This is an optimization exercise on Yosys and OpenROAD, whose aim is small area, a short achievable clock period and few clock cycles, not a production implementation.
The RTL was checked by simulation tests, not by an equivalence proof against the original design.
Power is estimated from default activity; no workload was simulated.

==> flow/design.v <==
package pfs_pkg;
  localparam int unsigned SAMPLE_W = 32;
  localparam int unsigned PCM16_W  = 16;
  localparam int unsigned MONO_W   = 32;
  localparam int unsigned LVL_W    = 33;
  localparam int unsigned APB_AW = 3;
  localparam int unsigned APB_DW = 32;
  localparam int unsigned FMT_W  = 3;
  localparam logic REG_FORMAT = 1'b0;
  localparam logic REG_STEREO = 1'b1;
  localparam logic [FMT_W-1:0] FMT_FLOAT32 = 3'd0;
  localparam logic [FMT_W-1:0] FMT_PCM8    = 3'd1;
  localparam logic [FMT_W-1:0] FMT_PCM16   = 3'd2;
  localparam logic [FMT_W-1:0] FMT_PCM24   = 3'd3;
  localparam logic [FMT_W-1:0] FMT_PCM32   = 3'd4;
  localparam logic signed [LVL_W-1:0] LVL_ONE     = {2'b01, 31'b0};
  localparam logic signed [LVL_W-1:0] LVL_NEG_ONE = {2'b11, 31'b0};
  typedef logic signed [LVL_W-1:0] level_t;
endpackage
module pfs_lane (
  input  logic [pfs_pkg::SAMPLE_W-1:0] word_i,
  input  logic [pfs_pkg::FMT_W-1:0]    fmt_i,
  input  logic                         zero_i,
  output logic [32:0]                  x_o,
  output logic                         s_o
);
  logic [7:0]  ex;
  logic        nan, big, inr, is_flt, is_pcm;
  logic [31:0] fmag, pl;
  logic [1:0]  bsh;
  logic [32:0] y;
  always_comb begin
    ex   = word_i[30:23];
    nan  = (&ex) && (|word_i[22:0]);
    big  = ex[7] || (&ex[6:0]);
    inr  = (ex[7:5] == 3'b011);
    fmag = {1'b1, word_i[22:0], 8'b0} >> (~ex[4:0]);
    bsh  = {fmt_i[1] ^ fmt_i[0], fmt_i[0]};
    pl   = word_i << {bsh, 3'b000};
    pl[31] = pl[31] ^ (fmt_i == pfs_pkg::FMT_PCM8);
    is_flt = !zero_i && (fmt_i == pfs_pkg::FMT_FLOAT32);
    is_pcm = !zero_i && (fmt_i == pfs_pkg::FMT_PCM8  || fmt_i == pfs_pkg::FMT_PCM16 ||
                         fmt_i == pfs_pkg::FMT_PCM24 || fmt_i == pfs_pkg::FMT_PCM32);
    s_o  = (fmt_i == pfs_pkg::FMT_FLOAT32) && word_i[31];
    if (is_flt)      y = {1'b0, big && !nan, (inr && !big) ? fmag[30:0] : 31'b0};
    else if (is_pcm) y = {pl[31], pl};
    else             y = '0;
    x_o = y ^ {33{s_o}};
  end
endmodule
module pfs_s16_step (
  input  logic [32:0] x_i,
  input  logic        s_i,
  output logic [2:0]  k_o
);
  logic [14:0] u, v;
  logic        gt, lt, eq, c, anz, a15, dec, k2, k1, km, x0;
  always_comb begin
    u   = x_i[15:1];
    v   = x_i[30:16];
    gt  = u > v;
    lt  = u < v;
    eq  = !gt && !lt;
    c   = s_i ? (lt || (eq && !x_i[0] && x_i[15])) : (gt || (eq && x_i[0] && !x_i[15]));
    anz = s_i ? (x_i[31:16] != 16'hFFFF) : (x_i[31:16] != 16'h0000);
    a15 = x_i[31] ^ s_i;
    dec = a15 || (!c && anz);
    k2  = s_i ? dec  : (x_i[32] & c);
    k1  = s_i ? !dec : (x_i[32] & !c);
    km  = !s_i & !x_i[32] & dec;
    x0  = x_i[16];
    k_o = {k1 | km, k2 | (k1 & x0), km & !x0};
  end
endmodule
module pfs_s16 (
  input  logic [15:0]                        x_i,
  input  logic [2:0]                         k_i,
  output logic signed [pfs_pkg::PCM16_W-1:0] pcm16_o
);
  logic [15:0] pu, pd, flip;
  always_comb begin
    pu[1] = 1'b1;
    pd[1] = 1'b1;
    for (int i = 2; i < 16; i++) begin
      pu[i] = pu[i-1] & x_i[i-1];
      pd[i] = pd[i-1] & !x_i[i-1];
    end
    flip[0] = k_i[2];
    for (int i = 1; i < 16; i++) flip[i] = (pu[i] & k_i[1]) | (pd[i] & k_i[0]);
    pcm16_o = x_i ^ flip;
  end
endmodule
module pfs_add #(parameter int N = 33) (
  input  logic [N-1:0] a_i,
  input  logic [N-1:0] b_i,
  input  logic         cin_i,
  output logic [N-1:0] sum_o,
  output logic         gtop_o    
);
  logic [N-1:0] p, g, gp, pp;
  always_comb begin
    p  = a_i ^ b_i;
    g  = a_i & b_i;
    gp = g;
    pp = p;
    for (int l = 0; (1 << l) < N; l++)
      for (int i = (2 << l) - 1; i < N; i += (2 << l)) begin
        gp[i] = gp[i] | (pp[i] & gp[i - (1 << l)]);
        pp[i] = pp[i] & pp[i - (1 << l)];
      end
    for (int l = 5; l >= 0; l--)
      if ((1 << l) < N)
        for (int i = (3 << l) - 1; i < N; i += (2 << l)) begin
          gp[i] = gp[i] | (pp[i] & gp[i - (1 << l)]);
          pp[i] = pp[i] & pp[i - (1 << l)];
        end
    sum_o[0] = p[0] ^ cin_i;
    for (int i = 1; i < N; i++) sum_o[i] = p[i] ^ (gp[i-1] | (pp[i-1] & cin_i));
    gtop_o = gp[N-2];
  end
endmodule
module pfs_merge (
  input  logic [32:0]                        xl_i,
  input  logic                               sl_i,
  input  logic [32:0]                        xr_i,
  input  logic                               sr_i,
  output logic signed [pfs_pkg::MONO_W-1:0]  mono_o
);
  logic [33:0] xl, xr, sv, cv;
  logic [32:0] q;
  logic        gtop, neg, cin, sat;
  always_comb begin
    xl = {xl_i[32], xl_i};
    xr = {xr_i[32], xr_i};
    sv = xl ^ xr ^ {33'b0, sl_i};
    cv = {(xl[32:0] & xr[32:0]) | {32'b0, (xl[0] ^ xr[0]) & sl_i}, sr_i};
  end
  pfs_add #(33) u_add (.a_i(sv[33:1]), .b_i(cv[33:1]), .cin_i(cin), .sum_o(q), .gtop_o(gtop));
  always_comb begin
    neg = sv[33] ^ cv[33] ^ gtop;
    cin = (sv[0] & cv[0]) | ((sv[0] ^ cv[0]) & neg);
    sat = !xl_i[32] && xl_i[31] && !sl_i && !xr_i[32] && xr_i[31] && !sr_i;
    mono_o = sat ? 32'h7FFF_FFFF : q[31:0];
  end
endmodule
module pcm_frame_to_s16_stereo_mono (
  input  logic                              clk_i,
  input  logic                              rst_ni,
  input  logic                              in_valid,
  output logic                              in_ready,
  input  logic [pfs_pkg::SAMPLE_W-1:0]      in_left_sample,
  input  logic [pfs_pkg::SAMPLE_W-1:0]      in_right_sample,
  input  logic                              in_silent,
  input  logic                              in_end_of_packet,
  output logic                              out_valid,
  input  logic                              out_ready,
  output logic signed [pfs_pkg::PCM16_W-1:0] out_left_pcm16,
  output logic signed [pfs_pkg::PCM16_W-1:0] out_right_pcm16,
  output logic signed [pfs_pkg::MONO_W-1:0]  out_mono_level,
  output logic                              out_last_of_packet,
  input  logic                              psel,
  input  logic                              penable,
  input  logic                              pwrite,
  input  logic [pfs_pkg::APB_AW-1:0]        paddr,
  input  logic [pfs_pkg::APB_DW-1:0]        pwdata,
  output logic [pfs_pkg::APB_DW-1:0]        prdata,
  output logic                              pready
);
  logic [pfs_pkg::FMT_W-1:0] fmt_q;
  logic             stereo_q;
  logic             v1_q, v2_q, rdy1, rdy2;
  logic [pfs_pkg::SAMPLE_W-1:0] right_word;
  logic [32:0]      xl, xr, xl_q, xr_q;
  logic             sl, sr, sl_q, sr_q;
  logic [2:0]       kl, kr;
  logic             last1_q, last2_q;
  logic signed [pfs_pkg::PCM16_W-1:0] l16_d, r16_d, l16_q, r16_q;
  logic signed [pfs_pkg::MONO_W-1:0]  mono_d, mono_q;
  assign pready = 1'b1;
  always_ff @(posedge clk_i or negedge rst_ni) begin
    if (!rst_ni) begin
      fmt_q    <= pfs_pkg::FMT_FLOAT32;
      stereo_q <= 1'b1;
    end else if (psel && penable && pwrite) begin
      if (paddr[2]) stereo_q <= pwdata[0];
      else          fmt_q    <= pwdata[pfs_pkg::FMT_W-1:0];
    end
  end
  assign prdata = paddr[2] ? {{(pfs_pkg::APB_DW-1){1'b0}}, stereo_q}
                           : {{(pfs_pkg::APB_DW-pfs_pkg::FMT_W){1'b0}}, fmt_q};
  assign right_word = stereo_q ? in_right_sample : in_left_sample;
  pfs_lane u_lane_l (.word_i(in_left_sample), .fmt_i(fmt_q), .zero_i(in_silent), .x_o(xl), .s_o(sl));
  pfs_lane u_lane_r (.word_i(right_word),     .fmt_i(fmt_q), .zero_i(in_silent), .x_o(xr), .s_o(sr));
  assign rdy2     = !v2_q || out_ready;
  assign rdy1     = !v1_q || rdy2;
  assign in_ready = rdy1;
  always_ff @(posedge clk_i or negedge rst_ni) begin
    if (!rst_ni) begin
      v1_q <= 1'b0;
      v2_q <= 1'b0;
    end else begin
      if (rdy1) v1_q <= in_valid;
      if (rdy2) v2_q <= v1_q;
    end
  end
  always_ff @(posedge clk_i) begin
    if (rdy1) begin
      xl_q    <= xl;
      sl_q    <= sl;
      xr_q    <= xr;
      sr_q    <= sr;
      last1_q <= in_end_of_packet;
    end
  end
  pfs_s16_step u_step_l (.x_i(xl_q), .s_i(sl_q), .k_o(kl));
  pfs_s16_step u_step_r (.x_i(xr_q), .s_i(sr_q), .k_o(kr));
  pfs_s16 u_s16_l (.x_i(xl_q[31:16]), .k_i(kl), .pcm16_o(l16_d));
  pfs_s16 u_s16_r (.x_i(xr_q[31:16]), .k_i(kr), .pcm16_o(r16_d));
  pfs_merge u_merge (
    .xl_i  (xl_q),
    .sl_i  (sl_q),
    .xr_i  (xr_q),
    .sr_i  (sr_q),
    .mono_o(mono_d)
  );
  always_ff @(posedge clk_i) begin
    if (rdy2) begin
      l16_q   <= l16_d;
      r16_q   <= r16_d;
      mono_q  <= mono_d;
      last2_q <= last1_q;
    end
  end
  assign out_valid          = v2_q;
  assign out_left_pcm16     = l16_q;
  assign out_right_pcm16    = r16_q;
  assign out_mono_level     = mono_q;
  assign out_last_of_packet = last2_q;
endmodule
==> flow/flow/run.sh <==
#!/bin/bash
set -euo pipefail
export BUFFER_PORTS_ARGS="-buffer_cell sky130_fd_sc_hd__buf_2"
bash standard.sh > standard.log 2>&1
==> flow/standard.sh <==
#!/bin/bash
# synth_recipe.tcl (not shown) runs the flow's synth.tcl, then flattens the netlist and writes it again
# the make line also repeats each setting of config.mk as NAME=value (left out here)
make -C /OpenROAD-flow-scripts/flow DESIGN_CONFIG=/design/flow/config.mk WORK_HOME=/design/flow/orfs CLKGATE_MAP_FILE= SYNTH_SCRIPT=/design/flow/synth_recipe.tcl "${@:-finish}"
==> flow/config.mk <==
export PLATFORM = sky130hd
export DESIGN_NAME = pcm_frame_to_s16_stereo_mono
export DESIGN_NICKNAME = pcm_frame_to_s16_stereo_mono
export VERILOG_FILES = /design/flow/design.v
export SDC_FILE = /design/flow/constraint.sdc
export NUM_CORES = 4
export LEC_CHECK = 0
export CAP_MARGIN = 20
export CORE_MARGIN = 2
export CORE_UTILIZATION = 40
export CTS_BUF_LIST = sky130_fd_sc_hd__clkbuf_8
export CTS_CLUSTER_SIZE = 30
export PLACE_DENSITY = 0.6
export SETUP_SLACK_MARGIN = 2.75
export SLEW_MARGIN = 20
==> flow/constraint.sdc <==
create_clock -name core_clock -period 6.5 [get_ports {clk_i}]
set_input_delay 1.3000 -clock core_clock [delete_from_list [all_inputs] [get_ports {clk_i}]]
set_output_delay 1.3000 -clock core_clock [all_outputs]
set_load 0.01 [all_outputs]
==> qor.yml, run 1 <==
status: "complete, no violations"
cp_slowest_cell: "edfxtp_1"
syn-cell-area_um2: 13500
clock_latency_ps: 480
ios: 208
grt_usage: 0.241
start_util: 0.405
final_common_cell: "nand2_1"
grt_pass1_wl_mm: 65.9
hold_slack_ps: 457
hpwl_mm: 33.3
grt_use_met2: 0.365
routabilityCongestion: 0.958
diodes: 0
finalHoldViolCount: 0
min_period_over_period: 0.573
dr.first_iter.drc_count: 1135
htree_levels: 4
drive_above_1_share: 0.188
p_per_area_nw_per_um2: 351
clock_sinks: 140
finalSetupTns_ps: 0
grtUsageMet1: 0.341
worst_setup_path_end_kind: "flop"
nFillCells: 3349
drc_errors: 0
vias_per_cell: 5.86
rows: 67
dr.pass1.iters: 5
grt_overflow: 0
cts_hold_buf: 0
wl_per_cell_um: 21.0
io_buffer_count: 146
cts_made_buffers: 17
cp_top_family: "compound AO/OA/AOI/OAI gates"
syn2layout_area_growth_pct: 11.9
cp.arrival_ps: 3940
crit_path_cell_trace: "ha_1 -> ha_1 -> a21o_1 -> a31o_1 -> a211o_1 -> a41o_1 -> a311oi_2 -> o21a_4 -> o21bai_4 -> a21oi_1 -> xor2_1 -> nand2_1"
top_usage_layer: "met2"
routed_wl_mm: 43.1
use_met3: 0.0335
worst_path_most_repeated_cell: "ha_1"
synth_edf_count: 134
final_cell_mix: "nand2_1, buf_2, edfxtp_1"
die_y_um: 188
netlist-cell-type-count: 81
yosysWarnings: 6
setup_violations: 0
regToRegSetupSlack_ps: 2770
ctsLongestPathBuffers: 2
ir_worst_vdd_mv: 0.158
final.min_clock_period_ps: 3730
startpoint_type: "flop"
worst_pin_slew_ps: 999
rsz0062_at_grt: "true"
cpPeakStageDelay_ps: 550
die_w_um: 188
grt_pass1_vias: 11211
hold_path_class: "flop to flop"
synth_seq_cells: 140
critPathBufInv: 0
relSlewSlack: 0.315
dieArea_um2: 35300
coreArea_um2: 33400
num_vias: 12056
max_cap_viol_count: 0
ys_seq_area_frac: 0.309
async_flop_share: 0.0429
critical_path_class: "flop to flop"
slew_violations: 0
cp_max_fo: 6
grt_max_degree: 72
ys.flop_type: "edfxtp_1"
syn_inst: 1486
antenna_found_initial: 0
p_leak_uw: 0.00636
nets: 1806
fin_skew_ps: 15.8
crit_required_ps: 6710
cts_tree: "yes"
cts.clk_slew.worst_paths_ps: 90
antenna_left: 0
fmax_mhz: 268
syn_area_per_cell_um2: 9.10
cts_root_buffer: "clkbuf_8"
-- registers in the layout, indices dropped and copies added, names as in the netlist --
| signal | count |
|---|---|
| xl_q | 33 |
| xr_q | 33 |
| mono_q | 32 |
| l16_q | 16 |
| r16_q | 16 |
| fmt_q | 3 |
| last1_q | 1 |
| last2_q | 1 |
| sl_q | 1 |
| sr_q | 1 |
| stereo_q | 1 |
| v1_q | 1 |
| v2_q | 1 |
-- cells in the mapped netlist (9+ instances only) --
library cell	n	area, µm²
buf_2	20	100
a32oi_1	13	114
o22ai_1	38	238
mux2i_1	90	901
nand4_1	21	131
a31oi_1	14	87.6
and3_1	9	56.3
ha_1	99	1240
clkbuf_1	46	173
or3_1	9	56.3
o21ai_0	61	305
xor2_1	32	280
a22oi_1	22	165
buf_4	34	255
buf_1	11	41.3
nand2b_1	11	68.8
nor2b_1	23	144
xnor2_1	90	788
nand3_1	19	95.1
mux4_2	15	338
o21a_1	9	67.6
edfxtp_1	134	4020
nor4_1	13	81.3
mux2_2	34	383
nand2_1	146	548
nor2_1	108	405
a21oi_1	111	556
a211oi_1	27	203
a21o_1	23	173
inv_1	55	206
nor3_1	28	140
-- cells by family after synthesis --
logic type | after synthesis | synth area share
multiplexers | 140 | 0.121
buffers and inverters | 170 | 0.0592
XOR/XNOR | 122 | 0.0791
AND/OR/NAND/NOR | 415 | 0.144
other | 2 | 0.000556
adder cells (fa/ha/maj) | 101 | 0.0946
AO/OA/AOI/OAI | 396 | 0.192
flip-flops | 140 | 0.309
-- worst paths after layout --
kind | from | end | cells after the start
setup / recovery | xl_q[18] | mono_q[6] | 12
hold / removal | last1_q | last2_q | 0
setup reg to reg | xl_q[18] | mono_q[6] | 12
hold reg to reg | last1_q | last2_q | 0
max in group asynchronous | rst_ni | stereo_q | 1
min in group asynchronous | rst_ni | fmt_q[2] | 1
-- where the power goes --
part | total [µW] | internal (µW) | switching, µW
clock network | 731 | 355 | 376
registers | 1690 | 1420 | 265
logic | 2890 | 1160 | 1720
total | 5310 | 2940 | 2370
-- layout make-up --
cell class                 count  area [µm²]  share of cell area
multi-input combinational   1204        8750               0.579
sequential                   140        4180               0.276
timing repair buffer         177        1010              0.0665
tap                          448         561              0.0371
clock buffer                  17         234              0.0155
inverter                      57         214              0.0141
clock inverter                15         178              0.0118
-- metrics by stage --
| step | instance area, µm² | power [µW] | cells | util | setup slack [ps] |
|---|---|---|---|---|---|
| 4_1_cts | 14900 | 5250 | 2045 | 0.447 | 2750 |
| 3_5_place_dp | 14500 | 4480 | 2010 | 0.433 | 1860 |
| 6_report | 15100 | 5310 | 2058 | 0.453 | 2770 |
| 2_1_floorplan | 13600 | 3630 | 1514 | - | 2200 |
| 5_1_grt | 15100 | 5680 | 2058 | 0.453 | 2660 |
| 3_3_place_gp | 14500 | 4440 | 2010 | 0.433 | 1880 |
-- per-layer routing --
metal,vias up,wire (µm)
met5,-,0
met4,0,1740
met3,96,2850
met2,580,18800
met1,5652,19800
li1,5728,-
-- what timing repair did --
action | in CTS | in global routing
buffers inserted | 3 | 13
pin swaps | 1 | 2
setup endpoints to repair | 27 | 31
resized for setup | 9 | 24
-- worst register-to-register path, delay by kind of cell, from the launching register on --
kind / cells / cell delay (ps)
adder cells (fa/ha/maj): 2 / 690
AND/OR/NAND/NOR: 1 / 110
flip-flops: 1 / 550
AO/OA/AOI/OAI: 8 / 1900
XOR/XNOR: 1 / 230
Testbench counts, summed over its fixed seeds: cycles 18,402.
==> inputs of run 2 (changes only) <==
==> flow/flow/run.sh (replaced) <==
#!/bin/bash
set -euo pipefail
export BUFFER_PORTS_ARGS="-buffer_cell sky130_fd_sc_hd__buf_1"
bash standard.sh > standard.log 2>&1
==> run 2 against run 1 <==
  * Still clean on timing, DRC and antenna
  * Clock skew shrank 4.4 ps
  * Fmax grew 1.5%
  * Sequential power about the same
  * Non-clock buffer count up 32
  * Combinational power is 2% higher
  * Critical endpoint is now xr_q[27]
==> qor.yml, run 2 <==
worstReg2RegEnd: "xl_q[0]"
nets: 1838
ios: 208
grt_overflow: 0
critPathLaunch: "in_left_sample[25]"
synth_seq_cells: 140
clock_latency_ps: 470
endpoint: "xr_q[27]"
final_cell_mix: "nand2_1, buf_1, edfxtp_1"
worst_setup_path_end_kind: "flop"
setup_violations: 0
syn2layout_area_growth_pct: 12.7
p_int_uw: 2960
max_cap_viol_count: 0
min_period_over_period: 0.565
diodes: 0
grt_pass1_wl_mm: 64.8
clock_sinks: 140
syn-cell-area_um2: 13500
startpoint_type: "input pin"
synthTopCellsByCount: "nand2_1, edfxtp_1, a21oi_1"
crit_required_ps: 6690
min_delay_path_depth: 0
dieArea_um2: 35300
yosysMostFrequentCell: "nand2_1"
hpwl_mm: 32.8
p_sw_frac: 0.444
cp_max_fo: 35
ir_worst_vdd_mv: 0.149
yosys.area.top_type: "edfxtp_1"
antenna_left: 0
cts_tree: "yes"
drc_errors: 0
ys.flop_type: "edfxtp_1"
r2r_start: "fmt_q[0]"
synth_edf_count: 134
rows: 67
vias_per_cell: 5.79
p_sw_uw: 2360
yosysTopAreaCellShare: 0.298
regToRegSetupSlack_ps: 2920
grt_pass1_vias: 11018
syn_area_per_cell_um2: 9.10
relSlewSlack: 0.318
seqPwrFrac: 0.316
grt_usage: 0.237
combPwrFrac: 0.555
cts.clk_slew.worst_paths_ps: 80
hold_path_class: "flop to flop"
top_regs: "xl_q: 33 flops, xr_q: 33 flops, mono_q: 32 flops"
htree_levels: 4
ff2ff_path_depth: 10
hold_slack_ps: 428
fin_skew_ps: 11.4
slew_violations: 0
die_y_um: 188
die_w_um: 188
p_leak_uw: 0.00607
fmax_mhz: 272
grt_max_degree: 71
routed_wl_mm: 42.7
critical_path_class: "input pin to flop"
start_util: 0.405
ctsLongestPathBuffers: 2
coreArea_um2: 33400
routabilityCongestion: 0.966
cp.arrival_ps: 3860
status: "complete, no violations"
clkPwrFrac: 0.129
syn_inst: 1486
final.min_clock_period_ps: 3670
synthTopCellsByArea: "edfxtp_1, ha_1, mux2i_1"
yosysWarnings: 6
dr.pass1.iters: 6
io_buffer_count: 146
final_common_cell: "nand2_1"
wl_per_cell_um: 20.4
cts_root_buffer: "clkbuf_8"
ys_seq_area_frac: 0.309
drive_above_1_share: 0.116
worst_pin_slew_ps: 994
num_vias: 12104
antenna_found_initial: 0
async_flop_share: 0.0429
netlist-cell-type-count: 81
p_per_area_nw_per_um2: 349
finalSetupTns_ps: 0
cts_made_buffers: 17
finalHoldViolCount: 0
dr.first_iter.drc_count: 1341
rsz0062_at_grt: "true"
[run 2: kinds of logic after synthesis]
| group | count (synthesis) | synth area share |
|---|---|---|
| AOI/OAI and AO/OA | 396 | 0.192 |
| xor gates and xnor gates | 122 | 0.0791 |
| adders and majority gates | 101 | 0.0946 |
| buffers and inverters | 170 | 0.0592 |
| DFF | 140 | 0.309 |
| muxes | 140 | 0.121 |
| other | 2 | 0.000556 |
| and+or+nand+nor | 415 | 0.144 |
[run 2: worst min path at each step]
stage                       start      end  slack, ps
final                     last1_q  last2_q        430
after floorplan           last1_q  last2_q        400
after global placement    last1_q  last2_q        400
after detailed placement  last1_q  last2_q        410
after CTS                 last1_q  last2_q        430
after global routing      last1_q  last2_q        470
[run 2: power groups by stage]
stage | Clock [µW] | Sequential (µW) | Combinational (µW)
final | 687 | 1680 | 2950
after global routing | 742 | 1710 | 3260
after CTS | 709 | 1700 | 2750
after detailed placement | 0 | 1720 | 2700
after global placement | 0 | 1720 | 2670
after floorplan | 0 | 1680 | 1950
[run 2: what timing repair did]
item,in CTS,in global routing
cloned,0,0
hold buffers,0,0
setup endpoints to repair,34,34
gates resized for setup,13,21
pin swaps,0,10
buffers inserted,6,39
[run 2: routing by layer]
metal | vias up | global-route usage | wire [µm]
met5 | - | 0 | 0
met4 | 0 | 0.0800 | 1290
met3 | 87 | 0.0348 | 3170
met2 | 580 | 0.367 | 18900
met1 | 5657 | 0.338 | 19300
li1 | 5780 | - | -
[run 2: metrics by stage]
step / area [µm²] / utilization / power [µW] / std cells / worst slack [ps]
floorplan: 13600 / - / 3630 / 1514 / 2200
global placement: 14300 / 0.428 / 4400 / 2012 / 1590
detailed placement: 14300 / 0.429 / 4430 / 2013 / 1620
CTS: 14800 / 0.443 / 5160 / 2051 / 2750
global route: 15200 / 0.457 / 5710 / 2090 / 2730
finish: 15200 / 0.457 / 5320 / 2090 / 2830
[run 2: critical path: stages]
cell	delay (ps)
buf_1	70
buf_4	250
mux2i_1	190
buf_4	290
nor4_2	110
a211oi_1	380
nand2_1	180
nor2_2	470
nand2_1	210
o22ai_1	300
xor2_1	100
[run 2: final cells by class]
type	count	area [µm²]
inverter	57	218
fill	3307	18100
multi-input combinational	1204	8830
tap	448	561
timing repair buffer	209	1060
clock buffer	17	234
sequential	140	4180
clock inverter	15	148
==> inputs of run 3 (changes only) <==
==> flow/flow/run.sh (replaced) <==
#!/bin/bash
set -euo pipefail
export BUFFER_PORTS_ARGS="-buffer_cell sky130_fd_sc_hd__buf_1"
export ADDER_MAP_FILE=
bash standard.sh > standard.log 2>&1
==> run 3 against run 2 <==
  * Synthesized cell count up 17%
  * Die area increased by 9.5%
  * Hold slack worse by 4.0 ps
  * Cell area up 9.8%
  * Worst setup slack got worse by 56 ps
  * Global-route usage up 1.7 points
  * Sequential power is 7% higher
  * Non-clock buffer count is 36 higher
  * Clock power about the same
  * Critical path depth stayed put
  * Combinational power is 18% higher
  * Clock skew up 13 ps
  * Critical path type is now flop to flop
  * Largest cell class unchanged
==> qor.yml, run 3 <==
ir_worst_vdd_mv: 0.240
synth-xor-area-share: 0.118
critical_path_class: "flop to flop"
top_regs: "xl_q: 33 flops, xr_q: 33 flops, mono_q: 32 flops"
ff2ff_path_depth: 11
routabilityCongestion: 0.981
yosys.area_share.simple: 0.186
final_cell_mix: "nand2_1, nor2_1, buf_1"
status: "complete, no violations"
cts_root_buffer: "clkbuf_8"
worst_path_most_repeated_cell: "maj3_2"
dr.first_iter.drc_count: 1334
num_vias: 14378
antenna_found_initial: 0
grt_pass1_wl_mm: 75.8
syn_area_per_cell_um2: 8.53
p_per_area_nw_per_um2: 357
cp_slowest_cell: "edfxtp_1"
min_period_over_period: 0.573
ctsLongestPathBuffers: 2
cts.clk_slew.worst_paths_ps: 90
cp.arrival_ps: 3940
fin_skew_ps: 24.2
relSlewSlack: 0.281
setup_violations: 0
antenna_left: 0
final_area_um2: 16700
fmax_mhz: 268
synth_compound_area_frac: 0.202
final_common_cell: "nand2_1"
place_ws_ps: 2020
die_y_um: 196
crit_required_ps: 6720
min_delay_path_depth: 0
routed_wl_mm: 50.5
final.min_clock_period_ps: 3730
netlist-cell-type-count: 97
synthTopCellsByArea: "edfxtp_1, xnor2_1, mux2i_1"
synth_fa_ha_area_frac: 0.0137
critPathBufInv: 0
diodes: 0
drc_errors: 0
ys.flop_type: "edfxtp_1"
finalSetupTns_ps: 0
startpoint_type: "flop"
synth_edf_count: 134
clock_sinks: 140
place_area_um2: 15400
cpPeakStageDelay_ps: 540
start_util: 0.406
dieArea_um2: 38600
ios: 208
grt_overflow: 0
nets: 1958
rows: 70
slew_violations: 0
grt_pass1_vias: 13076
layout.cells.non_filler: 2331
worstHoldStart: "last1_q"
ys_seq_area_frac: 0.282
syn_inst: 1738
max_cap_viol_count: 0
cp_max_fo: 6
synth_seq_cells: 140
holdPathEnd: "last2_q"
crit_path_cell_trace: "and2_4 -> maj3_2 -> a21o_1 -> maj3_2 -> a311oi_4 -> o2bb2ai_4 -> or2_4 -> o311ai_4 -> mux2i_1 -> and4_1 -> o21ai_2"
dpl.cell_count: 2222
syn2layout_area_growth_pct: 12.9
worstReg2RegEnd: "mono_q[21]"
cts_made_buffers: 17
dr.pass1.iters: 5
cts_hold_buf: 0
worst_setup_path_end_kind: "flop"
finalHoldViolCount: 0
cts_tree: "yes"
vias_per_cell: 6.17
muxShareOfSynthArea: 0.132
grt_usage: 0.254
yosysWarnings: 6
wl_per_cell_um: 21.7
setup_ws_ps: 2770
cp_top_family: "compound AO/OA/AOI/OAI gates"
yosysMostFrequentCell: "nand2_1"
drive_above_1_share: 0.153
coreArea_um2: 36500
hpwl_mm: 36.4
regToRegSetupSlack_ps: 2770
async_flop_share: 0.0429
nFillCells: 3606
yosysTopAreaCellShare: 0.271
worst_pin_slew_ps: 1060
p_leak_uw: 0.00619
hold_path_class: "flop to flop"
yosys.area.top_type: "edfxtp_1"
io_buffer_count: 146
syn-cell-area_um2: 14800
r2r_start: "xl_q[24]"
die_w_um: 196
synthTopCellsByCount: "nand2_1, nor2_1, edfxtp_1"
rsz0062_at_grt: "true"
synth_top_family_by_area: "compound AO/OA/AOI/OAI gates"
clock_latency_ps: 500
grt_max_degree: 71
htree_levels: 4
## run 3: changes by cell type after synthesis, moves of 28 or more
cell | previous run | this run
xor2_1 | 32 | 74
nor2_1 | 108 | 149
ha_1 | 99 | 0
xnor2_1 | 90 | 123
clkbuf_1 | 46 | 106
a22oi_1 | 22 | 50
## run 3: layer usage
metal  wire [µm]  vias to the layer above  global-route usage
met5           0                        -                   0
met3        4260                      177              0.0479
met2       22300                      798               0.395
li1            -                     6617                   -
met4        2650                        0               0.125
met1       21300                     6786               0.339
## run 3: report_power, final
group	switching [µW]	internal [µW]
Combinational	2070	1420
Sequential	366	1420
Clock	412	275
Total	2850	3120
## run 3: worst max-delay path by stage
stage | start | to | slack [ps] | depth (start not counted)
2_1_floorplan | out_ready | in_ready | 2200 | 1
3_3_place_gp | in_left_sample[24] | xr_q[13] | 2070 | 10
3_5_place_dp | in_left_sample[24] | xr_q[13] | 2020 | 10
4_1_cts | xr_q[8] | mono_q[31] | 2670 | 12
5_1_grt | xr_q[14] | mono_q[21] | 2670 | 12
6_report | xl_q[24] | mono_q[21] | 2770 | 11
## run 3: what timing repair did
| action | in CTS | in global routing |
|---|---|---|
| setup buffers | 56 | 20 |
| gates resized for setup | 21 | 51 |
| endpoints found under the hold margin | 0 | 0 |
| pin swaps | 2 | 20 |
| endpoints found under the setup margin | 71 | 65 |
## run 3: stage by stage
| stage | total power, µW | hold slack [ps] | util |
|---|---|---|---|
| finish | 5970 | 424 | 0.458 |
| global route | 6340 | 433 | 0.458 |
| CTS | 5740 | 427 | 0.447 |
| detailed placement | 4860 | 405 | 0.422 |
| global placement | 4810 | 403 | 0.422 |
| floorplan | 4040 | 400 | - |
## run 3: area by class of cell
type,count,area [µm²],area share
multi-input combinational,1409,10200,0.607
sequential,140,4180,0.250
timing repair buffer,245,1300,0.0779
tap,468,586,0.0350
clock buffer,17,234,0.0140
inverter,37,139,0.00830
clock inverter,15,128,0.00763
## run 3: logic make-up (layout without fill, tap and decap cells)
logic type / Yosys count / after routing
AO/OA/AOI/OAI: 449 / 449
XOR/XNOR: 198 / 198
adder cells (fa/ha/maj): 20 / 20
buffers and inverters: 217 / 314
flip-flops: 140 / 140
multiplexers: 156 / 156
other: 2 / 30
AND/OR/NAND/NOR: 556 / 556
==> inputs of run 4 (changes only) <==
==> flow/flow/run.sh (replaced) <==
#!/bin/bash
set -euo pipefail
export BUFFER_PORTS_ARGS="-buffer_cell sky130_fd_sc_hd__buf_1"
bash standard.sh > standard.log 2>&1
--- a/flow/config.mk
+++ b/flow/config.mk
@@ -11,5 +11,5 @@
 export CTS_BUF_LIST = sky130_fd_sc_hd__clkbuf_8
 export CTS_CLUSTER_SIZE = 30
 export PLACE_DENSITY = 0.6
-export SETUP_SLACK_MARGIN = 2.75
+export SETUP_SLACK_MARGIN = 2.5
 export SLEW_MARGIN = 20
==> run 4 against run 3 <==
  * Clock skew is 12 ps lower
  * Combinational power shrank 21%
  * Critical path depth increased by 1
  * Worst setup slack lost 70 ps
  * Still clean
  * Non-clock buffer count fell by 79
  * Synthesized cell count is 14% lower
  * Flip-flop and latch count stayed put
  * Fmax down 1.8%
  * Cell area fell by 12%
  * Hold slack better by 3.7 ps
  * Register-to-register slack lost 50 ps
==> qor.yml, run 4 <==
synth_seq_cells: 140
cts.clk_slew.worst_paths_ps: 80
synth_edf_count: 134
worst_setup_path_end_kind: "flop"
max_cap_viol_count: 0
antenna_found_initial: 0
relSlewSlack: 0.317
finalSetupTns_ps: 0
min_period_over_period: 0.584
cp_max_fo: 31
antenna_left: 0
slew_violations: 0
clock_sinks: 140
num_vias: 11960
io_buffer_count: 146
ctsLongestPathBuffers: 2
muxShareOfSynthArea: 0.121
routabilityCongestion: 0.966
p_per_area_nw_per_um2: 349
cp.arrival_ps: 3980
htree_levels: 4
coreArea_um2: 33400
final.min_clock_period_ps: 3800
yosys.area.top_type: "edfxtp_1"
startpoint_type: "input pin"
rsz0062_at_grt: "false"
cts_tree: "yes"
synth_compound_area_frac: 0.192
start_util: 0.405
yosys.area_share.simple: 0.144
dr.first_iter.drc_count: 1332
cts_root_buffer: "clkbuf_8"
routed_wl_mm: 42.1
netlist-cell-type-count: 81
cts_hold_buf: 0
dieArea_um2: 35300
grt_pass1_vias: 10967
final_common_cell: "nand2_1"
async_flop_share: 0.0429
synthTopCellsByArea: "edfxtp_1, ha_1, mux2i_1"
fmax_mhz: 263
hold_path_class: "flop to flop"
critical_path_class: "input pin to flop"
diodes: 0
p_leak_uw: 0.00587
die_w_um: 188
setup_violations: 0
yosysTopAreaCellShare: 0.298
yosysWarnings: 6
fin_skew_ps: 11.7
syn-cell-area_um2: 13500
drive_above_1_share: 0.0832
rows: 67
dr.pass1.iters: 6
cts_made_buffers: 17
clock_latency_ps: 470
finalHoldViolCount: 0
die_y_um: 188
wl_per_cell_um: 20.6
syn_area_per_cell_um2: 9.10
top_regs: "xl_q: 33 flops, xr_q: 33 flops, mono_q: 32 flops"
nets: 1795
drc_errors: 0
crit_required_ps: 6680
synth-xor-area-share: 0.0791
syn2layout_area_growth_pct: 9.31
grt_overflow: 0
grt_usage: 0.236
utilization: 0.443
ios: 208
ys_seq_area_frac: 0.309
final_cell_mix: "nand2_1, buf_1, edfxtp_1"
syn_inst: 1486
synth_fa_ha_area_frac: 0.0946
grt_max_degree: 71
worst_pin_slew_ps: 997
status: "complete, no violations"
ir_worst_vdd_mv: 0.147
ys.flop_type: "edfxtp_1"
grt_pass1_wl_mm: 64.7
hpwl_mm: 32.8
vias_per_cell: 5.84
synthTopCellsByCount: "nand2_1, edfxtp_1, a21oi_1"
synth_top_family_by_area: "compound AO/OA/AOI/OAI gates"
yosysMostFrequentCell: "nand2_1"
## run 4: path summary, 6_finish.rpt
check / startpoint / endpoint / slack [ps] / cells past startpoint
hold reg to reg: last1_q / last2_q / 430 / 0
max in group asynchronous: rst_ni / stereo_q / 5520 / 1
setup / recovery: in_left_sample[23] / xr_q[2] / 2700 / 12
hold / removal: last1_q / last2_q / 430 / 0
min in group asynchronous: rst_ni / fmt_q[1] / 690 / 1
setup reg to reg: xr_q[20] / mono_q[11] / 2720 / 12
## run 4: kinds of logic (layout without fill, tap and decap cells)
group	Yosys count	after routing
AO/OA/AOI/OAI	396	396
multiplexers	140	140
buffers and inverters	170	255
adder cells (fa/ha/maj)	101	101
other	2	30
XOR/XNOR	122	122
AND/OR/NAND/NOR	415	415
flip-flops	140	140
## run 4: critical path: stages
cell and delay [ps]:
buf_6 270, inv_1 230, o21ai_4 370, buf_4 350, nor2_1 80, nor2_1 220, mux2i_1 140, nand2_1 90
o21ai_0 120, a222oi_1 410, o22ai_1 190, xor2_1 190
## run 4: area by class of cell
cell class,instances,area [µm²]
Multi-Input combinational cell,1204,8710
Timing Repair Buffer,166,724
Tap cell,448,561
Fill cell,3347,18600
Clock buffer,17,234
Clock inverter,15,148
Inverter,57,214
Sequential cell,140,4180
## run 4: power breakdown
part,switching [µW],internal [µW],total (µW)
clock network,347,339,686
registers,278,1430,1700
logic,1690,1080,2770
## run 4: what timing repair did
| item | 4_1_cts | 5_1_grt |
|---|---|---|
| setup buffers | 0 | 2 |
| endpoints found under the setup margin | 30 | 22 |
| gates resized for setup | 5 | 13 |
| pin swaps | 0 | 0 |
## run 4: layer usage
layer | routed length (µm) | global-route usage | vias to the layer above
li1 | - | - | 5693
met1 | 19100 | 0.338 | 5575
met2 | 18600 | 0.363 | 616
met3 | 3280 | 0.0350 | 76
met4 | 1210 | 0.0851 | 0
met5 | 0 | 0 | -
## run 4: per-stage QoR
step,total power [µW],cell area [µm²],setup WS [ps],hold slack (ps),cells
after floorplan,3630,13600,2200,400,1514
after global placement,4400,14300,1590,402,2012
after CTS,5140,14700,2470,429,2045
final,5160,14800,2700,428,2047
after global routing,5550,14800,2520,468,2047
after detailed placement,4430,14300,1620,407,2013
==> inputs of run 5 (changes only) <==
--- a/flow/config.mk
+++ b/flow/config.mk
@@ -10,6 +10,6 @@
 export CORE_UTILIZATION = 40
 export CTS_BUF_LIST = sky130_fd_sc_hd__clkbuf_8
 export CTS_CLUSTER_SIZE = 30
-export PLACE_DENSITY = 0.6
-export SETUP_SLACK_MARGIN = 2.5
+export PLACE_DENSITY = 0.5
+export SETUP_SLACK_MARGIN = 2.75
 export SLEW_MARGIN = 20
==> run 5 against run 4 <==
  * Combinational power rose by 6%
  * Fmax rose by 4.4%
  * Still clean on timing, DRC and antenna
  * Largest power group unchanged
  * Core utilization rose by 1.1 points
  * Clock power rose by 3.4%
  * Non-clock buffer count rose by 27
  * Die area did not move
  * Sequential share of layout area fell by 0.67 points
  * Cell area rose by 2.4%
  * Clock-buffer cell count did not move
  * Critical endpoint is now xr_q[13]
  * Register-to-register slack improved by 190 ps
==> qor.yml, run 5 <==
wl_per_cell_um: 21.2
cp.arrival_ps: 3810
drc_errors: 0
worst_pin_slew_ps: 1070
cts.clk_slew.worst_paths_ps: 80
fmax_mhz: 275
grt_max_degree: 72
final_cell_mix: "nand2_1, buf_1, edfxtp_1"
syn_inst: 1486
vias_per_cell: 5.72
yosysTopAreaCellShare: 0.298
cts_hold_buf: 0
synth_edf_count: 134
num_vias: 11867
die_y_um: 188
dr.first_iter.drc_count: 1096
cts_tree: "yes"
ff2ff_path_depth: 12
cts_made_buffers: 17
yosys.area.top_type: "edfxtp_1"
start_util: 0.405
min_delay_path_depth: 0
hpwl_mm: 34.2
worst_setup_path_end_kind: "flop"
cts_root_buffer: "clkbuf_8"
htree_levels: 4
rsz0062_at_grt: "true"
syn_area_per_cell_um2: 9.10
grt_usage: 0.247
dieArea_um2: 35300
max_cap_viol_count: 0
grt_overflow: 0
ctsLongestPathBuffers: 2
r2r_start: "xr_q[21]"
die_w_um: 188
min_period_over_period: 0.560
ir_worst_vdd_mv: 0.148
routabilityCongestion: 0.947
final_common_cell: "nand2_1"
drive_above_1_share: 0.108
critical_path_class: "input pin to flop"
clock_latency_ps: 460
crit_required_ps: 6680
setup_violations: 0
ios: 208
io_buffer_count: 146
regToRegSetupSlack_ps: 2910
syn-cell-area_um2: 13500
cp_max_fo: 9
yosysMostFrequentCell: "nand2_1"
top_regs: "xl_q: 33 flops, xr_q: 33 flops, mono_q: 32 flops"
rows: 67
holdPathEnd: "last2_q"
relSlewSlack: 0.263
fin_skew_ps: 14.7
nets: 1822
worstReg2RegEnd: "mono_q[11]"
coreArea_um2: 33400
finalHoldViolCount: 0
p_leak_uw: 0.00602
worstHoldStart: "last1_q"
synth_seq_cells: 140
synthTopCellsByCount: "nand2_1, edfxtp_1, a21oi_1"
synthTopCellsByArea: "edfxtp_1, ha_1, mux2i_1"
finalSetupTns_ps: 0
hold_path_class: "flop to flop"
antenna_found_initial: 1
routed_wl_mm: 44.1
p_total_uw: 5350
clock_sinks: 140
yosysWarnings: 6
async_flop_share: 0.0429
status: "complete, no violations"
netlist-cell-type-count: 81
hold_slack_ps: 426
p_per_area_nw_per_um2: 353
grt_pass1_wl_mm: 66.6
slew_violations: 0
antenna_left: 0
ys.flop_type: "edfxtp_1"
syn2layout_area_growth_pct: 12.0
dr.pass1.iters: 7
ys_seq_area_frac: 0.309
diodes: 0
grt_pass1_vias: 11119
startpoint_type: "input pin"
final.min_clock_period_ps: 3640
[run 5: worst max-delay path by stage]
stage                  startpoint    endpoint  slack (ps)
2_1_floorplan           out_ready    in_ready        2200
3_3_place_gp   in_left_sample[24]     xr_q[2]        1840
3_5_place_dp   in_left_sample[24]     xr_q[2]        1870
4_1_cts        in_left_sample[22]     xr_q[0]        2760
5_1_grt                  xl_q[11]  mono_q[27]        2700
6_report        in_left_sample[5]    xr_q[13]        2860
[run 5: power breakdown]
part / internal [µW] / switching (µW)
registers: 1420 / 261
logic: 1170 / 1780
clock network: 373 / 336
[run 5: per-stage QoR]
stage / instances / instance area (µm²) / utilization / setup slack (ps)
2_1_floorplan: 1514 / 13600 / - / 2200
3_3_place_gp: 2012 / 14300 / 0.428 / 1840
3_5_place_dp: 2012 / 14300 / 0.428 / 1870
4_1_cts: 2048 / 14800 / 0.442 / 2760
5_1_grt: 2074 / 15100 / 0.454 / 2700
6_report: 2074 / 15100 / 0.454 / 2860
[run 5: cell type report]
class / instances / area, µm²
Tap cell: 448 / 561
Timing Repair Buffer: 193 / 933
Clock buffer: 17 / 234
Multi-Input combinational cell: 1204 / 8850
Inverter: 57 / 218
Sequential cell: 140 / 4180
Fill cell: 3388 / 18200
Clock inverter: 15 / 159
[run 5: worst max-delay path, stage by stage]
cell     delay, ps
buf_1          240
mux2i_1        760
mux2i_1        220
mux2i_1        250
nand2_1         70
o21ai_0        140
nor2_1          70
a21oi_1        170
o22ai_1        120
a22oi_1        350
xnor2_1        110
[run 5: routing by layer]
layer | vias to the layer above | track usage | wire [µm]
met4 | 2 | 0.101 | 1570
met2 | 527 | 0.384 | 19600
met5 | - | 0 | 12
li1 | 5747 | - | -
met1 | 5499 | 0.345 | 20200
met3 | 92 | 0.0339 | 2720
[run 5: what timing repair did]
item	CTS	global route
buffers inserted	4	26
hold endpoints to repair	0	0
resized for setup	7	31
pin swaps	1	6
setup endpoints to repair	34	44
cloned	0	0
[run 5: cell families after synthesis]
kind of cell               synth area share
other                              0.000556
buffers and inverters                0.0592
muxes                                 0.121
AOI/OAI and AO/OA                     0.192
and+or+nand+nor                       0.144
xor gates and xnor gates             0.0791
DFF                                   0.309
adders and majority gates            0.0946
==> inputs of run 6 (changes only) <==
--- a/flow/config.mk
+++ b/flow/config.mk
@@ -7,9 +7,9 @@
 export LEC_CHECK = 0
 export CAP_MARGIN = 20
 export CORE_MARGIN = 2
-export CORE_UTILIZATION = 40
+export CORE_UTILIZATION = 50
 export CTS_BUF_LIST = sky130_fd_sc_hd__clkbuf_8
 export CTS_CLUSTER_SIZE = 30
-export PLACE_DENSITY = 0.5
+export PLACE_DENSITY = 0.65
 export SETUP_SLACK_MARGIN = 2.75
 export SLEW_MARGIN = 20
==> run 6 against run 5 <==
  * Largest cell class unchanged
  * Flip-flop and latch count is the same
  * Power shrank 0.35%
  * Cell area shrank 0.69%
  * Worst setup slack gained 16 ps
  * Routed wire length shrank 3.2%
  * Still clean
  * First-iteration DRC count shrank 0.18%
  * Clock-buffer cell count is the same
  * Global-route usage grew 4.7 points
==> qor.yml, run 6 <==
nets: 1827
diodes: 0
rsz0062_at_grt: "false"
clkPwrFrac: 0.130
yosys.area.top_type: "edfxtp_1"
cts_hold_buf: 0
coreArea_um2: 26700
layout.cells.non_filler: 1972
cts_made_buffers: 17
ctsLongestPathBuffers: 2
p_sw_frac: 0.453
p_per_area_nw_per_um2: 354
drc_errors: 0
clock_latency_ps: 460
multi_input_area_um2: 8840
drive_above_1_share: 0.111
relSlewSlack: 0.234
finalSetupTns_ps: 0
hpwl_mm: 32.7
final.min_clock_period_ps: 3620
syn_inst: 1486
grt_max_degree: 72
netlist-cell-type-count: 81
rows: 60
grt_pass1_vias: 11210
die_y_um: 168
syn-cell-area_um2: 13500
cts_tree: "yes"
setup_ws_ps: 2880
fin_skew_ps: 19.3
setup_violations: 0
die_w_um: 168
grt_pass1_wl_mm: 64.5
min_period_over_period: 0.557
combPwrFrac: 0.555
cts_root_buffer: "clkbuf_8"
dpl.cell_count: 1904
seqCellArea_um2: 4180
yosysTopAreaCellShare: 0.298
max_cap_viol_count: 0
slew_violations: 0
vias_per_cell: 6.15
final_common_cell: "nand2_1"
hold_path_class: "flop to flop"
grt_usage: 0.294
synth_seq_cells: 140
worst_pin_slew_ps: 1120
place_ws_ps: 1750
status: "complete, no violations"
wl_per_cell_um: 21.6
ios: 208
crit_required_ps: 6680
routed_wl_mm: 42.7
hold_slack_ps: 440
dr.first_iter.drc_count: 1094
critical_path_class: "input pin to flop"
htree_levels: 4
seqPwrFrac: 0.315
p_sw_uw: 2410
finalHoldViolCount: 0
crit_path_cell_trace: "buf_6 -> mux2i_4 -> buf_4 -> a21oi_1 -> o21ai_0 -> o21ai_0 -> a222oi_1 -> o22ai_1 -> xor2_1"
ir_worst_vdd_mv: 0.125
grt_overflow: 0
yosysMostFrequentCell: "nand2_1"
cp_max_fo: 35
final_cell_mix: "nand2_1, buf_1, edfxtp_1"
dieArea_um2: 28400
p_leak_uw: 0.00602
synth_edf_count: 134
synthTopCellsByArea: "edfxtp_1, ha_1, mux2i_1"
yosysWarnings: 6
dr.pass1.iters: 5
cp.arrival_ps: 3800
num_vias: 12130
synthTopCellsByCount: "nand2_1, edfxtp_1, a21oi_1"
top_regs: "xl_q: 33 flops, xr_q: 33 flops, mono_q: 32 flops"
ys_seq_area_frac: 0.309
cpPeakStageDelay_ps: 510
clock_sinks: 140
antenna_found_initial: 0
p_int_uw: 2910
worst_setup_path_end_kind: "flop"
worst_path_most_repeated_cell: "o21ai_0"
routabilityCongestion: 0.990
nFillCells: 2453
ys.flop_type: "edfxtp_1"
syn_area_per_cell_um2: 9.10
antenna_left: 0
io_buffer_count: 146
cts.clk_slew.worst_paths_ps: 100
fmax_mhz: 276
cp_slowest_cell: "mux2i_4"
start_util: 0.506
async_flop_share: 0.0429
startpoint_type: "input pin"
syn2layout_area_growth_pct: 11.2
==> run 6: cell counts after synthesis <==
No cell type changed its count.
==> run 6: final timing paths <==
kind	cells after the start	endpoint	slack, ps	startpoint
setup / recovery	9	xr_q[2]	2880	in_left_sample[24]
hold reg to reg	0	last2_q	440	last1_q
setup reg to reg	12	mono_q[15]	2890	xl_q[17]
hold / removal	0	last2_q	440	last1_q
min in group asynchronous	1	fmt_q[1]	710	rst_ni
max in group asynchronous	1	stereo_q	5490	rst_ni
==> run 6: power by group through the flow <==
stage,sequential (µW),combinational (µW),clock (µW)
5_1_grt,1710,3240,744
4_1_cts,1700,2760,708
3_5_place_dp,1730,2700,0
3_3_place_gp,1730,2660,0
2_1_floorplan,1680,1950,0
6_report,1680,2960,691
==> run 6: cell type report <==
type                       instances  share of cell area
clock inverter                    15              0.0101
sequential                       140               0.278
clock buffer                      17              0.0156
timing repair buffer             198              0.0650
inverter                          57              0.0145
tap                              341              0.0284
multi-input combinational       1204               0.588
==> run 6: timing repair <==
item	in CTS	in global routing
endpoints found under the setup margin	34	55
gates resized for setup	10	25
endpoints found under the hold margin	0	0
buffers inserted	5	30
pin swaps	0	9
==> run 6: worst max-delay path, delay by kind of cell <==
family	cells	cell delay, ps
AO/OA/AOI/OAI	5	1310
multiplexers	1	510
buffers and inverters	2	480
XOR/XNOR	1	190
==> run 6: through the flow <==
step | power (µW) | area [µm²] | util
after detailed placement | 4440 | 14200 | 0.530
after global placement | 4390 | 14200 | 0.530
final | 5330 | 15000 | 0.562
after CTS | 5170 | 14600 | 0.547
after global routing | 5690 | 15000 | 0.562
after floorplan | 3630 | 13600 | -
==> run 6: cells by family (layout without fill, tap and decap cells) <==
group	count (synthesis)	in the layout	share of synthesized area
xor gates and xnor gates	122	122	0.0791
muxes	140	140	0.121
other	2	30	0.000556
buffers and inverters	170	287	0.0592
adders and majority gates	101	101	0.0946
and+or+nand+nor	415	415	0.144
AOI/OAI and AO/OA	396	396	0.192
DFF	140	140	0.309
==> run 6: per-layer routing <==
metal / vias to the layer above / GRT usage / share of wire
met4: 0 / 0.121 / 0.038
met5: - / 0 / 0
met1: 5691 / 0.410 / 0.45
li1: 5775 / - / -
met2: 561 / 0.465 / 0.45
met3: 103 / 0.0355 / 0.063
==> inputs of run 7 (changes only) <==
==> flow/flow/run.sh (replaced) <==
#!/bin/bash
set -euo pipefail
export BUFFER_PORTS_ARGS="-buffer_cell sky130_fd_sc_hd__buf_1"
export RECOVER_POWER=100
bash standard.sh > standard.log 2>&1
==> run 7 against run 6 <==
  * The layout now fails its checks (max-capacitance violations, max-slew violations)
  * First-iteration DRC count increased by 4.7%
  * Clock-buffer cell count unchanged
  * Non-clock buffer count is the same
  * Core utilization decreased by 0.37 points
  * Register-to-register slack worse by 430 ps
  * Cell area is 0.65% lower
  * Routed wire length is 0.17% higher
  * Clock power is essentially flat
  * Cell count did not move
  * Clock skew about the same
  * Largest cell class unchanged
  * Die area did not move
  * Worst setup slack got worse by 410 ps
==> qor.yml, run 7 <==
ios: 208
diodes: 0
nFillCells: 2467
synth_top_family_by_area: "compound AO/OA/AOI/OAI gates"
htree_levels: 4
final_area_um2: 14900
synth_fa_ha_area_frac: 0.0946
drc_errors: 0
yosysMostFrequentCell: "nand2_1"
nets: 1827
grt_use_met2: 0.465
antenna_found_initial: 0
yosysTopAreaCellShare: 0.298
critical_path_class: "flop to flop"
start_util: 0.506
cp.arrival_ps: 4140
grt_pass1_vias: 11210
clock_latency_ps: 460
synth-xor-area-share: 0.0791
fmax_mhz: 248
setup_ws_ps: 2460
min_period_over_period: 0.621
place_ws_ps: 1750
yosys.area.top_type: "edfxtp_1"
grt_pass1_wl_mm: 64.5
regToRegSetupSlack_ps: 2460
slew_violations: 103
worst_setup_path_end_kind: "flop"
p_total_uw: 5300
routabilityCongestion: 0.990
setup_violations: 0
hold_slack_ps: 440
startpoint_type: "flop"
grt_max_degree: 72
cts_made_buffers: 17
rows: 60
cts.clk_slew.worst_paths_ps: 100
grtUsageMet1: 0.410
hold_path_class: "flop to flop"
die_w_um: 168
syn_area_per_cell_um2: 9.10
cts_tree: "yes"
hpwl_mm: 32.7
synthTopCellsByArea: "edfxtp_1, ha_1, mux2i_1"
top_regs: "xl_q: 33 flops, xr_q: 33 flops, mono_q: 32 flops"
final.min_clock_period_ps: 4040
final_cell_mix: "nand2_1, buf_1, edfxtp_1"
synthTopCellsByCount: "nand2_1, edfxtp_1, a21oi_1"
async_flop_share: 0.0429
antenna_left: 0
syn_inst: 1486
ctsLongestPathBuffers: 2
dieArea_um2: 28400
top_usage_layer: "met2"
grt_overflow: 0
p_leak_uw: 0.00598
use_met3: 0.0355
crit_required_ps: 6600
relSlewSlack: -1.27
ys_seq_area_frac: 0.309
place_area_um2: 14200
synth_seq_cells: 140
status: "failed layout checks"
muxShareOfSynthArea: 0.121
yosysWarnings: 6
cts_root_buffer: "clkbuf_8"
rsz0062_at_grt: "false"
dr.first_iter.drc_count: 1145
dr.pass1.iters: 5
netlist-cell-type-count: 81
num_vias: 12167
worst_pin_slew_ps: 3410
wl_per_cell_um: 21.7
clock_sinks: 140
drive_above_1_share: 0.102
fin_skew_ps: 19.2
coreArea_um2: 26700
max_cap_viol_count: 2
finalHoldViolCount: 0
synth_compound_area_frac: 0.192
cp_max_fo: 37
ys.flop_type: "edfxtp_1"
syn2layout_area_growth_pct: 10.5
vias_per_cell: 6.17
synth_edf_count: 134
io_buffer_count: 146
so_faults: "max-capacitance violations, max-slew violations"
die_y_um: 168
finalSetupTns_ps: 0
yosys.area_share.simple: 0.144
syn-cell-area_um2: 13500
p_per_area_nw_per_um2: 355
routed_wl_mm: 42.7
final_common_cell: "nand2_1"
grt_usage: 0.294
ir_worst_vdd_mv: 0.124
==> run 7: cell counts after synthesis <==
No cell type changed its count.
==> run 7: cells by family (layout without fill, tap and decap cells) <==
kind of cell	Yosys count	after routing
multiplexers	140	140
flip-flops	140	140
AO/OA/AOI/OAI	396	396
other	2	30
buffers and inverters	170	287
adder cells (fa/ha/maj)	101	101
XOR/XNOR	122	122
AND/OR/NAND/NOR	415	415
==> run 7: layer usage <==
metal	up-vias	share of wire
met5	-	0
met4	0	0.037
met3	99	0.066
met2	576	0.45
met1	5718	0.45
li1	5774	-
==> run 7: where the power goes <==
part | internal, µW | total [µW] | switching, µW
logic | 1160 | 2930 | 1770
clock network | 316 | 689 | 373
registers | 1430 | 1680 | 256
==> run 7: final timing paths <==
path / from / to / cells after the start
min: last1_q / last2_q / 0
max: fmt_q[0] / xr_q[20] / 7
min reg2reg: last1_q / last2_q / 0
min in group asynchronous: rst_ni / fmt_q[1] / 1
max in group asynchronous: rst_ni / stereo_q / 1
max reg2reg: fmt_q[0] / xr_q[20] / 7
==> run 7: layout make-up <==
cell class | instances | area, µm² | area share
clock buffer | 17 | 234 | 0.0157
clock inverter | 15 | 151 | 0.0101
inverter | 57 | 215 | 0.0144
multi-input combinational | 1204 | 8750 | 0.586
sequential | 140 | 4180 | 0.280
tap | 341 | 427 | 0.0286
timing repair buffer | 198 | 973 | 0.0652
==> run 7: critical path: stages, from the launching register on <==
cell	delay, ps
dfrtp_2	410
clkinv_1	40
buf_4	240
ha_1	810
nor2_1	1290
a21oi_1	270
o21ai_0	450
xor2_1	140
==> run 7: metrics by stage <==
| stage | cells | utilization |
|---|---|---|
| floorplan | 1514 | - |
| global placement | 1904 | 0.530 |
| detailed placement | 1904 | 0.530 |
| CTS | 1941 | 0.547 |
| global route | 1972 | 0.559 |
| finish | 1972 | 0.559 |
==> run 7: timing repair <==
item / CTS / global route
hold buffers: 0 / 0
pin swaps: 0 / 9
setup buffers: 5 / 30
setup endpoints to repair: 34 / 55
gates resized for setup: 10 / 25
==> inputs of run 8 (changes only) <==
==> flow/flow/run.sh (replaced) <==
#!/bin/bash
set -euo pipefail
export BUFFER_PORTS_ARGS="-buffer_cell sky130_fd_sc_hd__buf_1"
bash standard.sh > standard.log 2>&1
--- a/flow/config.mk
+++ b/flow/config.mk
@@ -11,5 +11,5 @@
 export CTS_BUF_LIST = sky130_fd_sc_hd__clkbuf_8
 export CTS_CLUSTER_SIZE = 30
 export PLACE_DENSITY = 0.65
-export SETUP_SLACK_MARGIN = 2.75
+export SETUP_SLACK_MARGIN = 3.0
 export SLEW_MARGIN = 20
==> run 8 against run 7 <==
  * The run now finishes clean
  * Synthesized cell count stayed put
  * Clock-buffer cell count stayed put
  * Hold slack better by 12 ps
  * Fmax is 15% higher
  * First-iteration DRC count is 17% higher
  * Sequential power hardly changed
  * Global-route usage is 0.22 points lower
  * Core utilization is 4.4 points higher
  * Critical path type unchanged
  * Clock skew is 1.7 ps lower
  * Worst setup slack better by 520 ps
  * Critical path depth is 6 higher
  * Via count is 2.6% higher
==> qor.yml, run 8 <==
grt_pass1_wl_mm: 64.8
vias_per_cell: 6.20
critical_path_class: "flop to flop"
yosys.area.top_type: "edfxtp_1"
dpl.cell_count: 1901
final_common_cell: "nand2_1"
start_util: 0.506
clock_sinks: 140
syn2layout_area_growth_pct: 19.1
cts_hold_buf: 0
relSlewSlack: 0.303
final_cell_mix: "nand2_1, buf_1, edfxtp_1"
setup_violations: 0
ios: 208
cts_tree: "yes"
regToRegSetupSlack_ps: 2980
cts_made_buffers: 17
htree_levels: 4
synth_seq_cells: 140
dieArea_um2: 28400
synth_edf_count: 134
status: "complete, no violations"
cp_max_fo: 5
utilization: 0.602
max_cap_viol_count: 0
p_leak_uw: 0.00628
syn_inst: 1486
grt_max_degree: 72
p_per_area_nw_per_um2: 359
drc_errors: 0
ff2ff_path_depth: 13
io_buffer_count: 146
die_w_um: 168
ir_worst_vdd_mv: 0.163
ys_seq_area_frac: 0.309
rsz0062_at_grt: "true"
r2r_start: "xl_q[14]"
cp.arrival_ps: 3810
ctsLongestPathBuffers: 2
worst_setup_path_end_kind: "flop"
antenna_found_initial: 0
async_flop_share: 0.0429
nets: 1868
coreArea_um2: 26700
dr.pass1.iters: 5
fmax_mhz: 284
cts.clk_slew.worst_paths_ps: 90
startpoint_type: "flop"
top_regs: "xl_q: 33 flops, xr_q: 33 flops, mono_q: 32 flops"
min_delay_path_depth: 0
fin_skew_ps: 17.5
hold_path_class: "flop to flop"
worstHoldStart: "last1_q"
worstReg2RegEnd: "mono_q[31]"
routed_wl_mm: 43.1
finalHoldViolCount: 0
netlist-cell-type-count: 81
grt_overflow: 0
ys.flop_type: "edfxtp_1"
yosysTopAreaCellShare: 0.298
slew_violations: 0
die_y_um: 168
grt_pass1_vias: 11356
dr.first_iter.drc_count: 1338
rows: 60
yosysWarnings: 6
worst_pin_slew_ps: 1040
cts_root_buffer: "clkbuf_8"
layout.cells.non_filler: 2013
finalSetupTns_ps: 0
antenna_left: 0
wl_per_cell_um: 21.4
routabilityCongestion: 1.03
syn_area_per_cell_um2: 9.10
grt_usage: 0.292
hpwl_mm: 31.5
min_period_over_period: 0.541
diodes: 0
clock_latency_ps: 470
crit_required_ps: 6790
synthTopCellsByArea: "edfxtp_1, ha_1, mux2i_1"
num_vias: 12485
final.min_clock_period_ps: 3520
drive_above_1_share: 0.182
syn-cell-area_um2: 13500
yosysMostFrequentCell: "nand2_1"
holdPathEnd: "last2_q"
synthTopCellsByCount: "nand2_1, edfxtp_1, a21oi_1"
## run 8: cell counts after synthesis
Identical to the previous run, type by type.
## run 8: cells by family after synthesis
logic type      Yosys count  synth area share
compound gates          396             0.192
xor+xnor                122            0.0791
fa+ha+maj               101            0.0946
buf+inv                 170            0.0592
flops                   140             0.309
mux                     140             0.121
other cells               2          0.000556
simple gates            415             0.144
## run 8: report_power, final
| group | leakage (µW) | internal [µW] | switching [µW] |
|---|---|---|---|
| registers | 0.00149 | 1420 | 246 |
| clock network | 0.000201 | 355 | 378 |
| logic | 0.00459 | 1450 | 1930 |
## run 8: per-layer routing
metal  vias up  share of wire  GRT usage  routed length, µm
li1       5849              -          -                  -
met3       104          0.080     0.0433               3440
met5         -              0          0                  0
met2       665           0.45      0.460              19400
met4         0          0.038      0.122               1650
met1      5867           0.43      0.403              18600
## run 8: layout make-up
type | instances | area [µm²]
Clock buffer | 17 | 234
Clock inverter | 15 | 176
Timing Repair inverter | 1 | 5.00
Tap cell | 341 | 427
Fill cell | 2303 | 10600
Inverter | 57 | 221
Sequential cell | 140 | 4180
Multi-Input combinational cell | 1204 | 9490
Timing Repair Buffer | 238 | 1370
## run 8: worst max-delay path, stage by stage, from the launching register on
cell	delay (ps)
edfxtp_1	550
ha_4	310
ha_4	290
nand4_1	210
buf_4	200
nor2_1	140
o2bb2ai_2	200
o21ai_4	130
a31o_2	240
o21ai_2	160
a21oi_1	120
o31a_1	330
o21ai_0	220
nor3b_2	240
## run 8: worst max path at each step
stage,from,end,slack (ps),depth (start not counted)
2_1_floorplan,out_ready,in_ready,2200,1
3_3_place_gp,in_left_sample[23],xr_q[13],1680,12
3_5_place_dp,in_left_sample[23],xr_q[0],1640,9
4_1_cts,xr_q[26],mono_q[15],3000,12
5_1_grt,xl_q[14],mono_q[31],2830,13
6_report,xl_q[14],mono_q[31],2980,13
## run 8: through the flow
stage	hold WS (ps)	instance area, µm²	power (µW)	setup WS, ps
after floorplan	400	13600	3630	2200
after global placement	403	14100	4360	1680
after detailed placement	432	14100	4410	1640
after CTS	456	15100	5340	3000
after global routing	460	16100	6160	2830
final	452	16100	5790	2980
## run 8: what timing repair did
action | CTS | global route
endpoints found under the setup margin | 61 | 81
hold endpoints to repair | 0 | 0
pin swaps | 20 | 23
buffers inserted | 30 | 47
gates cloned | 0 | 2
gates resized for setup | 44 | 107
==> inputs of run 9 (changes only) <==
--- a/flow/config.mk
+++ b/flow/config.mk
@@ -7,9 +7,10 @@
 export LEC_CHECK = 0
 export CAP_MARGIN = 20
 export CORE_MARGIN = 2
-export CORE_UTILIZATION = 50
+export CORE_UTILIZATION = 40
 export CTS_BUF_LIST = sky130_fd_sc_hd__clkbuf_8
-export CTS_CLUSTER_SIZE = 30
-export PLACE_DENSITY = 0.65
-export SETUP_SLACK_MARGIN = 3.0
+export CTS_CLUSTER_DIAMETER = 200
+export CTS_CLUSTER_SIZE = 50
+export PLACE_DENSITY = 0.6
+export SETUP_SLACK_MARGIN = 2.75
 export SLEW_MARGIN = 20
==> run 9 against run 8 <==
  * Synthesized cell count stayed put
  * Die area is 24% higher
  * Clock power is 6.1% lower
  * Critical path depth is 2 lower
  * Critical endpoint is now xr_q[27]
  * Routed wire length is 0.91% lower
  * Sequential power hardly changed
  * Still clean on timing, DRC and antenna
  * Largest power group unchanged
  * Power is 8.1% lower
  * Cell area is 5.4% lower
  * Clock skew is 6.1 ps lower
  * Non-clock buffer count is 29 lower
  * Global-route usage is 5.5 points lower
  * Combinational power is 13% lower
==> qor.yml, run 9 <==
finalSetupTns_ps: 0
worst_pin_slew_ps: 994
grt_overflow: 0
synthTopCellsByCount: "nand2_1, edfxtp_1, a21oi_1"
ff2ff_path_depth: 10
yosysMostFrequentCell: "nand2_1"
critical_path_class: "input pin to flop"
ys.flop_type: "edfxtp_1"
die_w_um: 188
die_y_um: 188
cp.arrival_ps: 3860
p_leak_uw: 0.00607
grt_usage: 0.237
synthTopCellsByArea: "edfxtp_1, ha_1, mux2i_1"
syn_area_per_cell_um2: 9.10
p_int_uw: 2960
cts_hold_buf: 0
yosys.area.top_type: "edfxtp_1"
routed_wl_mm: 42.7
p_sw_frac: 0.444
combPwrFrac: 0.555
rows: 67
htree_levels: 4
clkPwrFrac: 0.129
cts_made_buffers: 17
relSlewSlack: 0.318
synth_edf_count: 134
final_common_cell: "nand2_1"
yosysWarnings: 6
max_cap_viol_count: 0
final_cell_mix: "nand2_1, buf_1, edfxtp_1"
final.min_clock_period_ps: 3670
drive_above_1_share: 0.116
syn_inst: 1486
yosysTopAreaCellShare: 0.298
fmax_mhz: 272
p_sw_uw: 2360
drc_errors: 0
crit_required_ps: 6690
start_util: 0.405
worst_setup_path_end_kind: "flop"
vias_per_cell: 5.79
setup_violations: 0
clock_latency_ps: 470
routabilityCongestion: 0.966
coreArea_um2: 33400
cts_root_buffer: "clkbuf_8"
dieArea_um2: 35300
wl_per_cell_um: 20.4
min_delay_path_depth: 0
slew_violations: 0
hpwl_mm: 32.8
syn2layout_area_growth_pct: 12.7
dr.pass1.iters: 6
grt_max_degree: 71
fin_skew_ps: 11.4
ir_worst_vdd_mv: 0.149
cp_max_fo: 35
netlist-cell-type-count: 81
cts_tree: "yes"
diodes: 0
grt_pass1_wl_mm: 64.8
antenna_left: 0
hold_path_class: "flop to flop"
clock_sinks: 140
status: "complete, no violations"
rsz0062_at_grt: "true"
cts.clk_slew.worst_paths_ps: 80
top_regs: "xl_q: 33 flops, xr_q: 33 flops, mono_q: 32 flops"
io_buffer_count: 146
synth_seq_cells: 140
nets: 1838
ctsLongestPathBuffers: 2
grt_pass1_vias: 11018
ys_seq_area_frac: 0.309
async_flop_share: 0.0429
dr.first_iter.drc_count: 1341
p_per_area_nw_per_um2: 349
ios: 208
seqPwrFrac: 0.316
num_vias: 12104
utilization: 0.457
min_period_over_period: 0.565
startpoint_type: "input pin"
antenna_found_initial: 0
finalHoldViolCount: 0
syn-cell-area_um2: 13500
==> run 9: timing repair <==
item / 4_1_cts / 5_1_grt
gates resized for setup: 13 / 21
endpoints found under the hold margin: 0 / 0
setup buffers: 6 / 39
setup endpoints to repair: 34 / 34
pin swaps: 0 / 10
==> run 9: metal layers <==
metal | up-vias | wire length, µm | global-route usage
li1 | 5780 | - | -
met2 | 580 | 18900 | 0.367
met4 | 0 | 1290 | 0.0800
met1 | 5657 | 19300 | 0.338
met3 | 87 | 3170 | 0.0348
met5 | - | 0 | 0
==> run 9: final cells by class <==
type                            instances  area [µm²]
Fill cell                            3307       18100
Multi-Input combinational cell       1204        8830
Sequential cell                       140        4180
Timing Repair Buffer                  209        1060
Tap cell                              448         561
Clock buffer                           17         234
Inverter                               57         218
Clock inverter                         15         148
==> run 9: worst max-delay path: stages <==
cell and delay [ps]:
buf_1 70, buf_4 250, mux2i_1 190, buf_4 290
nor4_2 110, a211oi_1 380, nand2_1 180, nor2_2 470
nand2_1 210, o22ai_1 300, xor2_1 100
==> run 9: cell families (layout without fill, tap and decap cells) <==
logic type      after synthesis  in the layout  share of synthesized area
compound gates              396            396                      0.192
xor+xnor                    122            122                     0.0791
fa+ha+maj                   101            101                     0.0946
buf+inv                     170            298                     0.0592
flops                       140            140                      0.309
mux                         140            140                      0.121
other cells                   2             30                   0.000556
simple gates                415            415                      0.144
==> run 9: worst paths after layout <==
| path | from | endpoint | slack [ps] |
|---|---|---|---|
| worst max-delay path | in_left_sample[25] | xr_q[27] | 2830 |
| worst min-delay path | last1_q | last2_q | 430 |
| max in group asynchronous | rst_ni | stereo_q | 5520 |
| min in group asynchronous | rst_ni | fmt_q[1] | 690 |
| worst max register to register | fmt_q[0] | xl_q[0] | 2920 |
| worst min register to register | last1_q | last2_q | 430 |
==> run 9: power groups by stage <==
| stage | clock, µW | combinational [µW] | sequential, µW |
|---|---|---|---|
| detailed placement | 0 | 2700 | 1720 |
| finish | 687 | 2950 | 1680 |
| CTS | 709 | 2750 | 1700 |
| global placement | 0 | 2670 | 1720 |
| global route | 742 | 3260 | 1710 |
| floorplan | 0 | 1950 | 1680 |
==> run 9: stage by stage <==
stage / std cells / setup slack [ps] / hold WS [ps] / area [µm²] / total power, µW
after floorplan: 1514 / 2200 / 400 / 13600 / 3630
after global placement: 2012 / 1590 / 402 / 14300 / 4400
after detailed placement: 2013 / 1620 / 407 / 14300 / 4430
after CTS: 2051 / 2750 / 429 / 14800 / 5160
after global routing: 2090 / 2730 / 468 / 15200 / 5710
final: 2090 / 2830 / 428 / 15200 / 5320

Setup slack of run 9, layout unchanged: 2.829 ns with ideal ports, 2.849 ns with driving cells assumed (clock clkbuf_16, inputs buf_2), 2.343 ns with port delays also shifted by the 0.506 ns mid clock arrival.
